From an optimization exercise on the open Yosys and OpenROAD flow, aimed at small area, a short achievable clock period and few clock cycles; shortcuts taken in it are not production practice. In this exercise RTL edits were held to simulation tests only and were not proved equivalent to the original. Power and IR drop assume default switching activity.

Setup of quartz:
// uint_to_decimal_ascii_core
module uint_to_decimal_ascii_core (
    input  logic         i_clk,
    input  logic         i_rst_n,
    input  logic         in_valid,
    output logic         in_ready,
    input  logic [31:0]  in_value,
    output logic         out_valid,
    input  logic         out_ready,
    output logic [5:0]   out_char,
    output logic         out_last
);
    function automatic logic [3:0] add3(input logic [3:0] d);
        add3[3] = d[3] | (d[2] & (d[1] | d[0]));
        add3[2] = (d[2] & !d[1] & !d[0]) | (d[3] & d[0]);
        add3[1] = (!d[2] & d[1]) | (d[2] & d[1] & d[0]) | (d[3] & !d[0]);
        add3[0] = (!d[3] & !d[2] & d[0]) | (d[2] & d[1] & !d[0]) | (d[3] & !d[0]);
    endfunction
    function automatic logic [38:0] dd4(input logic [38:0] bcd, input logic [3:0] nib);
        logic [38:0] b;
        b = bcd;
        for (int s = 3; s >= 0; s--) begin
            for (int j = 0; j < 9; j++) b[4*j +: 4] = add3(b[4*j +: 4]);
            b = {b[37:0], nib[s]};
        end
        dd4 = b;
    endfunction
    function automatic logic [3:0] lead_digit(input logic [39:0] bcd);
        logic [3:0] k;
        k = '0;
  ...
export LEC_CHECK = 0
export ABC_AREA = 1
export CAP_MARGIN = 20
export CORE_MARGIN = 2
export CORE_UTILIZATION = 55
export CTS_BUF_LIST = sky130_fd_sc_hd__clkbuf_8
export PLACE_DENSITY = 0.65
export SLEW_MARGIN = 20
create_clock -name core_clock -period 11.0 [get_ports {i_clk}]
standard.sh (not shown) runs the stock make flow with config.mk's settings and CLKGATE_MAP_FILE= SYNTH_SCRIPT=/design/flow/synth_recipe.tcl, a recipe that flattens the netlist after the stock synthesis.
==> flow/flow/run.sh <==
#!/bin/bash
# The standard layout (standard.sh: the standard flow's synthesis and the ORFS flow), changed in how
# it is made only:
#  - synthesis runs flow/synth.tcl, which is synth_recipe.tcl with ABC's mapping script
#    replaced by flow/abc_area2.script (same registers, smaller logic);
#  - the timing repair aims for SETUP_SLACK_MARGIN ns of setup slack, so that the achieved
#    period comes out well below the clock period;
#  - each port gets the smallest buffer cell (repair may still resize it).
# The make output (all tools) goes to flow_make.log; ORFS keeps each step's log under orfs/logs.
set -euo pipefail
export SETUP_SLACK_MARGIN=${MARGIN:-7.85}
export BUFFER_PORTS_ARGS="-buffer_cell sky130_fd_sc_hd__buf_1"
here=$(pwd)
sed "s#SYNTH_SCRIPT=[^ ]*#SYNTH_SCRIPT=${here}/flow/synth.tcl#" standard.sh > flow_standard.sh
grep -q "SYNTH_SCRIPT=${here}/flow/synth.tcl" flow_standard.sh
bash flow_standard.sh > flow_make.log 2>&1
==> flow/flow/abc_area2.script <==
strash
dch -f
map -a
mfs2
strash
dch -f
map -a
topo
stime -c
buffer -c
dnsize -c
==> flow/flow/synth.tcl <==
# The standard flow's synthesis (synth_recipe.tcl in the work folder), with its final ABC mapping run with
# abc_area2.script (an area-oriented script with two choice/mapping rounds and mfs2) in
# place of ORFS's abc_area.script. Registers and everything else are as synth_recipe.tcl makes
# them.
set ::own_flow_dir [file dirname [file normalize [info script]]]
proc abc {args} {
  set i [lsearch -exact $args -script]
  if {$i >= 0} {
    lset args [expr {$i + 1}] [file join $::own_flow_dir abc_area2.script]
  }
  yosys abc {*}$args
}
source [file join [file dirname $::own_flow_dir] synth_recipe.tcl]
Testbench counts of quartz, summed over its fixed seeds: cycles 17,925.
Inputs modified between quartz and raven:
Settings: CTS_CLUSTER_SIZE now 30, previously not set.
Findings:
raven: full flow OK, the timing, design-rule and antenna checks passed. The internal power was comparable across quartz and raven. There was hardly any difference in end-of-flow core utilization between quartz and raven. Comparing raven against quartz, there is no change at all in wire length.
For xenon, these inputs were changed with respect to raven:
Settings: CTS_CLUSTER_SIZE: 30 -> unset.
-- flow/flow/run.sh --
<<< raven, line 9
# The make output (all tools) goes to flow_make.log; ORFS keeps each step's log under orfs/logs.
set -euo pipefail
export SETUP_SLACK_MARGIN=${MARGIN:-7.85}
export BUFFER_PORTS_ARGS="-buffer_cell sky130_fd_sc_hd__buf_1"
here=$(pwd)
>>> xenon, line 9
# The make output (all tools) goes to flow_make.log; ORFS keeps each step's log under orfs/logs.
set -euo pipefail
export SETUP_SLACK_MARGIN=${MARGIN:-7.6}
export BUFFER_PORTS_ARGS="-buffer_cell sky130_fd_sc_hd__buf_1"
here=$(pwd)
- Critical path depth, xenon and raven, higher one = xenon.
- Diff raven -> xenon: overall via count from detail_route went down by about 0.4%, first-pass GRT wire length climbed 150 um, cell depth of the worst flop-to-flop path moved down, combinational power level.
- raven was smaller in final cell area than xenon.
- Diff xenon..raven | combined area of the multi-input logic cells | negligible
- Cell-internal power in xenon is about 4.7% above raven.
Edits applied to the flow inputs when going from xenon to fjord:
Settings: CORE_UTILIZATION changed from 55 to 70; PLACE_DENSITY changed from 0.65 to 0.75.
-- flow/flow/run.sh --
<<< xenon, line 9
# The make output (all tools) goes to flow_make.log; ORFS keeps each step's log under orfs/logs.
set -euo pipefail
export SETUP_SLACK_MARGIN=${MARGIN:-7.6}
export BUFFER_PORTS_ARGS="-buffer_cell sky130_fd_sc_hd__buf_1"
here=$(pwd)
>>> fjord, line 9
# The make output (all tools) goes to flow_make.log; ORFS keeps each step's log under orfs/logs.
set -euo pipefail
export SETUP_SLACK_MARGIN=${MARGIN:-7.85}
export BUFFER_PORTS_ARGS="-buffer_cell sky130_fd_sc_hd__buf_1"
here=$(pwd)
Findings:
- Looking at clock-buffer cell count, fjord sits 3 below xenon.
- Re switching power: xenon and fjord aren't equal, and the higher value belongs to fjord.
- Cell area after placement ends up lower on fjord.
- Compared xenon against fjord; final area within noise.

what the ideal ports hide:
How much do the figures lean on ideal ports? The routed layouts below were timed once more, with nothing changed but the port constraints. Step 1 assumes that a clkbuf_16 drives the clock port and a buf_2 every other input. Step 2 times the ports against the registers' clock, not the clock port: input delays grow and output delays shrink by t, the midpoint of the rising clock arrivals with the driver on. Slacks: ideal / step 1 / step 2; pairs: ideal / step 1.
run	shift t [ns]	setup slack, ns	hold WS [ns]	clock arrival spread, ns	worst register clock-pin slew, ns
quartz	0.480	7.843 / 7.804 / 7.507	0.441 / 0.441 / 0.441	0.013 / 0.013	0.08 / 0.08
raven	0.480	7.843 / 7.804 / 7.507	0.441 / 0.441 / 0.441	0.013 / 0.013	0.08 / 0.08
xenon	0.489	7.826 / 7.809 / 7.419	0.436 / 0.436 / 0.436	0.015 / 0.014	0.08 / 0.08
fjord	0.483	7.843 / 7.807 / 7.560	0.440 / 0.440 / 0.440	0.012 / 0.012	0.08 / 0.08
After both steps setup and hold are still met in every run listed. For xenon, which loses most, drivers alone change the setup slack by -0.017 ns; drivers and shift together by -0.407 ns.
